What follows belongs to an exercise in optimizing a design on an open flow for small area, a short achievable clock period and few clock cycles; a production flow would make more cautious choices. Only simulation tests tie the RTL to the original design; equivalence was not proved. No activity file was given, so power comes from the tool's default toggle rates.

**design/flow/run.sh**
```bash
#!/bin/bash
# synth_recipe.tcl (not shown) runs the flow's synth.tcl, then flattens the netlist and writes it again
# the make line also repeats each setting of config.mk as NAME=value (left out here)
make -C /OpenROAD-flow-scripts/flow DESIGN_CONFIG=/design/flow/config.mk WORK_HOME=/design/flow/orfs CLKGATE_MAP_FILE= SYNTH_SCRIPT=/design/flow/synth_recipe.tcl finish
```
**design/flow/config.mk**
```make
export PLATFORM = sky130hd
export DESIGN_NAME = ordered_list_append_remove
export DESIGN_NICKNAME = ordered_list_append_remove
export VERILOG_FILES = /design/flow/design.v
export SDC_FILE = /design/flow/constraint.sdc
export NUM_CORES = 4
export LEC_CHECK = 0
export CAP_MARGIN = 20
export CORE_MARGIN = 2
export CORE_UTILIZATION = 40
export SLEW_MARGIN = 20
```
**design/flow/constraint.sdc**
```tcl
create_clock -name core_clock -period 5.5 [get_ports {clk}]
set_input_delay 1.1000 -clock core_clock [delete_from_list [all_inputs] [get_ports {clk}]]
set_output_delay 1.1000 -clock core_clock [all_outputs]
set_load 0.01 [all_outputs]
```
**design/flow/design.v**
```verilog
`default_nettype none
package ola_pkg;
  localparam int LIST_DEPTH_DEF = 32;
  localparam int VAL_W          = 32;
  localparam int KIND_W         = 2;
  localparam int STATUS_W       = 3;
  localparam logic [KIND_W-1:0] KIND_APPEND = 2'd0;
  localparam logic [KIND_W-1:0] KIND_REMOVE = 2'd1;
  localparam logic [KIND_W-1:0] KIND_DUMP   = 2'd2;
  localparam logic [STATUS_W-1:0] ST_APPENDED  = 3'd0;
  localparam logic [STATUS_W-1:0] ST_REMOVED   = 3'd1;
  localparam logic [STATUS_W-1:0] ST_NOT_FOUND = 3'd2;
  localparam logic [STATUS_W-1:0] ST_EMPTY     = 3'd3;
  localparam logic [STATUS_W-1:0] ST_FULL      = 3'd4;
  typedef struct packed {
    logic append;    
    logic compare;   
    logic remove;    
    logic rotate;    
  } cell_ctl_t;
endpackage
`default_nettype wire
`default_nettype none
module ola_cell (
  input  wire                        clk,
  input  wire                        ld,        
  input  wire                        sh,        
  input  wire                        m_en,      
  input  wire                        occ,       
  input  wire [ola_pkg::VAL_W-1:0]   ld_val,
  input  wire                        ld_m,
  input  wire [ola_pkg::VAL_W-1:0]   nxt_val,
  input  wire                        nxt_raw,
  input  wire [ola_pkg::VAL_W-1:0]   cmp_val,   
  output logic [ola_pkg::VAL_W-1:0]  value,
  output logic                       raw,       
  output logic                       match
);
  logic [ola_pkg::VAL_W-1:0] value_r;
  logic                      match_r;
  assign value = value_r;
  assign match = match_r;
  assign raw   = occ && (value_r == cmp_val);
  always_ff @(posedge clk) begin
    if (ld) begin
      value_r <= ld_val;
    end else if (sh) begin
      value_r <= nxt_val;
    end
    if (m_en) begin
      match_r <= ld ? ld_m : (sh ? nxt_raw : raw);
    end
  end
endmodule
`default_nettype wire
`default_nettype none
module ordered_list_append_remove (
  input  wire                                clk,
  input  wire                                rst_n,
  input  wire                                in_valid,
  output logic                               in_stall,
  input  wire        [ola_pkg::KIND_W-1:0]   in_kind,
  input  wire signed [ola_pkg::VAL_W-1:0]    in_value,
  output logic                               out_valid,
  input  wire                                out_stall,
  output logic       [ola_pkg::STATUS_W-1:0] out_status,
  output logic signed [ola_pkg::VAL_W-1:0]   out_entry,
  output logic                               out_last
);
  localparam int N  = ola_pkg::LIST_DEPTH_DEF;
  localparam int W  = ola_pkg::VAL_W;
  localparam int CW = $clog2(N + 1);
  logic                       p1_v, p2_v;
  logic [ola_pkg::KIND_W-1:0] p1_k, p2_k;
  logic [W-1:0]               p1_val, p2_val;
  logic [CW-1:0]              cnt_r, cnt_nxt;
  logic [CW-1:0]              dleft_r;       
  logic [W-1:0]               val  [N+1];
  logic [N:0]                 raw;
  logic [N-1:0]               m_r;
  logic [N-1:0]               pre;
  logic [N-1:0]               ld, sh, occ;
  logic                          o_v, k_v;
  logic [ola_pkg::STATUS_W-1:0]  o_st, k_st, w_st;
  logic [W-1:0]                  o_e, k_e, w_e;
  logic                          o_l, k_l, w_l;
  logic room, empty, full, dlast, done, adv;
  logic app_do, rem_do, rot_do, found, w_v;
  logic [W-1:0] ld_val;
  logic ld_m, fwd;
  assign room  = !k_v;
  assign empty = (cnt_r == '0);
  assign full  = (cnt_r == CW'(N));
  assign dlast = (dleft_r == '0);
  assign app_do = p2_v && room && (p2_k == ola_pkg::KIND_APPEND) && !full;
  assign rem_do = p2_v && room && (p2_k == ola_pkg::KIND_REMOVE);
  assign rot_do = p2_v && room && (p2_k == ola_pkg::KIND_DUMP) && !empty;
  assign done = p2_v && room && ((p2_k != ola_pkg::KIND_DUMP) || empty || dlast);
  assign adv  = !p2_v || done;
  assign in_stall = p1_v && !adv;
  always_comb begin
    pre[0] = m_r[0];
    for (int i = 1; i < N; i++) pre[i] = pre[i-1] | m_r[i];
  end
  assign found = pre[N-1];
  always_comb begin
    for (int i = 0; i < N; i++) begin
      occ[i] = (cnt_r > CW'(i));
      ld[i]  = (app_do && (cnt_r == CW'(i))) || (rot_do && (cnt_r == CW'(i + 1)));
      sh[i]  = (rem_do && pre[i]) || rot_do;
    end
  end
  assign ld_val = p2_k[1] ? val[0] : p2_val;
  assign fwd    = (p2_val == p1_val);
  assign ld_m   = p2_k[1] ? raw[0] : fwd;
  assign val[N] = '0;
  assign raw[N] = 1'b0;
  genvar gi;
  generate
    for (gi = 0; gi < N; gi++) begin : g_slot
      ola_cell u_cell (
        .clk     (clk),
        .ld      (ld[gi]),
        .sh      (sh[gi]),
        .m_en    (adv),
        .occ     (occ[gi]),
        .ld_val  (ld_val),
        .ld_m    (ld_m),
        .nxt_val (val[gi+1]),
        .nxt_raw (raw[gi+1]),
        .cmp_val (p1_val),
        .value   (val[gi]),
        .raw     (raw[gi]),
        .match   (m_r[gi])
      );
    end
  endgenerate
  always_comb begin
    w_v  = p2_v && room && (p2_k != 2'd3);
    w_e  = p2_val;
    w_l  = 1'b1;
    w_st = ola_pkg::ST_APPENDED;
    cnt_nxt = cnt_r;
    case (p2_k)
      ola_pkg::KIND_APPEND: begin
        w_st = full ? ola_pkg::ST_FULL : ola_pkg::ST_APPENDED;
        if (app_do) cnt_nxt = cnt_r + 1'b1;
      end
      ola_pkg::KIND_REMOVE: begin
        w_st = empty ? ola_pkg::ST_EMPTY : (found ? ola_pkg::ST_REMOVED : ola_pkg::ST_NOT_FOUND);
        if (rem_do && found) cnt_nxt = cnt_r - 1'b1;
      end
      ola_pkg::KIND_DUMP: begin
        if (empty) begin
          w_st = ola_pkg::ST_EMPTY;
        end else begin
          w_e = val[0];
          w_l = dlast;
        end
      end
      default: begin
      end
    endcase
  end
  assign out_valid  = o_v;
  assign out_status = o_st;
  assign out_entry  = o_e;
  assign out_last   = o_l;
  always_ff @(posedge clk) begin
    if (!rst_n) begin
      p1_v    <= 1'b0;
      p2_v    <= 1'b0;
      cnt_r   <= '0;
      dleft_r <= '0;
      o_v     <= 1'b0;
      k_v     <= 1'b0;
    end else begin
      if (!in_stall) p1_v <= in_valid;
      if (adv) p2_v <= p1_v;
      cnt_r <= cnt_nxt;
      if (adv) dleft_r <= cnt_nxt - 1'b1;
      else if (rot_do) dleft_r <= dleft_r - 1'b1;
      if (k_v) begin
        if (!out_stall) k_v <= 1'b0;
      end else if (w_v && o_v && out_stall) begin
        k_v <= 1'b1;
      end
      if (k_v) o_v <= 1'b1;
      else if (w_v) o_v <= 1'b1;
      else if (!out_stall) o_v <= 1'b0;
    end
  end
  always_ff @(posedge clk) begin
    if (!in_stall) begin
      p1_k   <= in_kind;
      p1_val <= in_value;
    end
    if (adv) begin
      p2_k   <= p1_k;
      p2_val <= p1_val;
    end
    if (!o_v || !out_stall) begin
      if (k_v) begin
        o_st <= k_st;
        o_e  <= k_e;
        o_l  <= k_l;
      end else begin
        o_st <= w_st;
        o_e  <= w_e;
        o_l  <= w_l;
      end
    end
    if (!k_v) begin
      k_st <= w_st;
      k_e  <= w_e;
      k_l  <= w_l;
    end
  end
endmodule
`default_nettype wire
```
==> flow_metrics.env <==
export IMPL_drv_cap=0
export IMPL_synth_area_leaders="edfxtp_1, xor2_1, a21oi_1"
export IMPL_vias=47200
export IMPL_clk_latency_ns=0.80
export IMPL_area_delta_synth_final_pct=13.5
export IMPL_synth_edf_count=1160
export IMPL_async_flop_share_pct=0
export IMPL_period_share_pct=78.7
export IMPL_syn_nets=5760
export IMPL_drc_errors=0
export IMPL_slew_violations=0
export IMPL_cts_max_level=4
export IMPL_p_leak_nw=23.1
export IMPL_max_freq_mhz=231
export IMPL_drt_pass1_iter_count=6
export IMPL_irDropWorstVdd_mv=0.327
export IMPL_grt_pass1_vias=45000
export IMPL_fp_dieW_um=397
export IMPL_drt_initial_drc_count=6576
export IMPL_cp_start_kind="register"
export IMPL_cts_buffer_depth=3
export IMPL_num_rows=144
export IMPL_grt_pass1_wl_um=332000
export IMPL_cp_end_kind="primary output"
export IMPL_worstMarginPinSlew_ns=1.22
export IMPL_initial_core_util_pct=40.1
export IMPL_pre_cts_ws_ns=1.47
export IMPL_required_ns=4.40
export IMPL_antenna_found_initial=5
export IMPL_fin_crit_ns=4.33
export IMPL_setup_viol=0
export IMPL_synth_ff_type="edfxtp_1"
export IMPL_timing_setup_tns_ns=0
export IMPL_nets=5698
export IMPL_rsz0062_at_grt="no"
export IMPL_path_max_fanout=16
export IMPL_grtUsageTotal_pct=29.6
export IMPL_crit_type="reg -> out"
export IMPL_arrival_ns=3.23
export IMPL_wl_per_cell_um=30.4
export IMPL_synth_area_per_cell_sq_um=10.8
export IMPL_synth_top_area_share_pct=56.5
export IMPL_root_buffer="clkbuf_16"
export IMPL_clk_pin_slew_worst_paths_ns=0.06
export IMPL_drive_above_1_share_pct=9.06
export IMPL_synth_area_sq_um=61700
export IMPL_die_height_um=397
export IMPL_placement_io_buffers=75
export IMPL_viasPerCell=6.05
export IMPL_instances_no_fill=7807
export IMPL_cts_resized=0
export IMPL_hold_path_class="reg -> reg"
export IMPL_fin_hold_ws_ns=0.469
export IMPL_place_inst=7561
export IMPL_cts_sinks=1212
export IMPL_ant_nets=0
export IMPL_yosys_warnings=4
export IMPL_yosys_area_top_type="edfxtp_1"
export IMPL_total_power_mw=20.9
export IMPL_grt_ovfl_total=0
export IMPL_die_area_sq_um=157000
export IMPL_pin_count=76
export IMPL_fin_ws_ns=1.17
export IMPL_postCtsSetupRepairBufs=0
export IMPL_status="finished clean"
export IMPL_routabilityCongestion=0.976
export IMPL_grt_max_degree=79
export IMPL_ys_types=67
export IMPL_max_slew_margin_pct=17.6
export IMPL_synth_seq_cells=1212
export IMPL_yosysSeqAreaShare_pct=58.2
export IMPL_cts_buffers=132
export IMPL_finalHoldViolCount=0
export IMPL_powerDensity_nw_per_um2=298
export IMPL_syn_inst=5716
export IMPL_cts_tree="yes"
export IMPL_ctsHoldBuffers=0
export IMPL_finalClockSkew_ns=0.0406
export IMPL_wirelength_um=237000
export IMPL_dpl_hpwl_um=157000
export IMPL_core_sq_um=154000
[critical path, stage by stage (launching register included)]
cell             delay, ns
dfxtp_1               0.45
inv_1                 0.17
ha_1                  0.29
buf_4                 0.25
a21oi_4               0.17
o221a_2               0.38
nand2_2               0.10
inv_1                 0.09
clkdlybuf4s50_1       0.53
[Yosys cell counts (all sizes together) (4+ instances only)]
library cell and count:
edfxtp 1160, nor2 1015, a21oi 980, xor2 582
xnor2 479, clkbuf 351, nor4 174, nand4 156
o21ai 153, nand2 144, buf 138, mux2i 86
dfxtp 52, nand3 36, nor3 33, o22ai 22
inv 18, or3 13, and2 9, nand2b 9
or2 9, mux2 8, o31ai 7, ha 6
o211ai 6, or4 6, a211oi 5, a31oi 5
o2111ai 5, a2111oi 4, a21o 4, o21bai 4
[registers in the layout, indices dropped and copies added, names as in the netlist]
name and cells:
k_l 1, p2_k 2, dleft_r 6, o_l 1, p1_val 32, p2_v 1
k_st 3, k_e 32, p1_k 2, p1_v 1, k_v 1, o_v 1
g_slot.u_cell.match_r 32, o_st 3, o_e 32, cnt_r 6, g_slot.u_cell.value_r 1024, p2_val 32
[routing by layer]
metal / wire length [um] / vias up / global-route usage [%]
li1: - / 20100 / -
met3: 28300 / 758 / 7.03
met5: 13 / - / 0
met1: 89900 / 23200 / 38.7
met2: 105000 / 3115 / 45.7
met4: 13600 / 2 / 14.9
[final timing paths]
path         slack (ns)  cells past startpoint                 from                                     end
min reg2reg        0.47                      2      k_e[28]$_DFF_P_                         k_e[28]$_DFF_P_
max reg2reg        1.43                     10  cnt_r[0]$_SDFF_PN0_  g_slot[9].u_cell.value_r[26]$_DFFE_PP_
min                0.47                      2      k_e[28]$_DFF_P_                         k_e[28]$_DFF_P_
max                1.17                      8  cnt_r[0]$_SDFF_PN0_                                in_stall
[per-stage QoR]
step | instance area, sq um | util [%]
final | 70000 | 45.6
after global routing | 70000 | 45.6
after detailed placement | 65800 | 42.8
after global placement | 65700 | 42.8
after floorplan | 61700 | -
after CTS | 70000 | 45.5
[area by class of cell]
type                    instances  area, sq um
diodes                          3         7.51
clock inverters                68          552
clock buffers                 172         3580
fillers                     14000        83700
inverters                      19         72.6
flip-flops and latches       1212        35900
repair buffers                293         2650
well taps                    2044         2560
multi-input cells            3996        24700
[kinds of logic after synthesis]
logic type / share of synthesized area, %
AO/OA/AOI/OAI: 10.3
XOR/XNOR: 15.1
adder cells (fa/ha/maj): 0.122
buffers and inverters: 3.18
flip-flops: 58.2
multiplexers: 1.54
AND/OR/NAND/NOR: 11.6
[cells in the final DEF, fill, tap and decap left out, types with 14 or more instances in the layout]
cell type | synthesis | routed
nor4_1 | 172 | 171
o21ai_2 | 0 | 18
clkinv_1 | 1 | 26
edfxtp_1 | 1160 | 1160
nand3_1 | 36 | 36
clkbuf_16 | 0 | 136
nand4_1 | 156 | 156
dfxtp_1 | 52 | 51
clkbuf_1 | 350 | 32
clkinv_2 | 0 | 21
buf_12 | 0 | 14
xnor2_1 | 479 | 479
nor2_1 | 1015 | 1007
a21oi_1 | 979 | 978
o21ai_0 | 153 | 131
o22ai_4 | 0 | 18
xor2_1 | 582 | 582
clkdlybuf4s50_1 | 0 | 75
buf_4 | 0 | 198
mux2i_4 | 0 | 32
nor3_1 | 33 | 33
nand2_1 | 144 | 142
mux2i_1 | 86 | 54
inv_1 | 18 | 17
[where the power goes]
part / switching, mW / internal [mW]
sequential: 0.169 / 10.2
combinational: 1.25 / 0.527
clock: 3.87 / 4.89
Testbench counts, summed over its fixed seeds: cycles 22,379.

-- static timing again, ports no longer ideal --
How much do the figures lean on ideal ports? The routed layout below was timed once more, with nothing changed but the port constraints. Step 1: set_driving_cell puts a clkbuf_16 on clk and a buf_2 on each other input, an assumption about the parent block. Step 2 adds t to the input delays and takes it off the output delays; t is the mean of the earliest and latest rising clock arrival at the registers after step 1. Input paths then give back, and output paths get back, about the clock's delay inside the block. Slacks: ideal / step 1 / step 2; pairs: ideal / step 1.
t, ns: 0.853
slack for setup (ns): 1.169 / 1.098 / 1.434
slew at the worst register clock pin (ns): 0.07 / 0.07
worst data-port slew with drivers (ns): 0.05
After both steps this run still meets setup and hold. For this run, drivers alone change the setup slack by -0.071 ns; drivers and shift together by +0.265 ns.
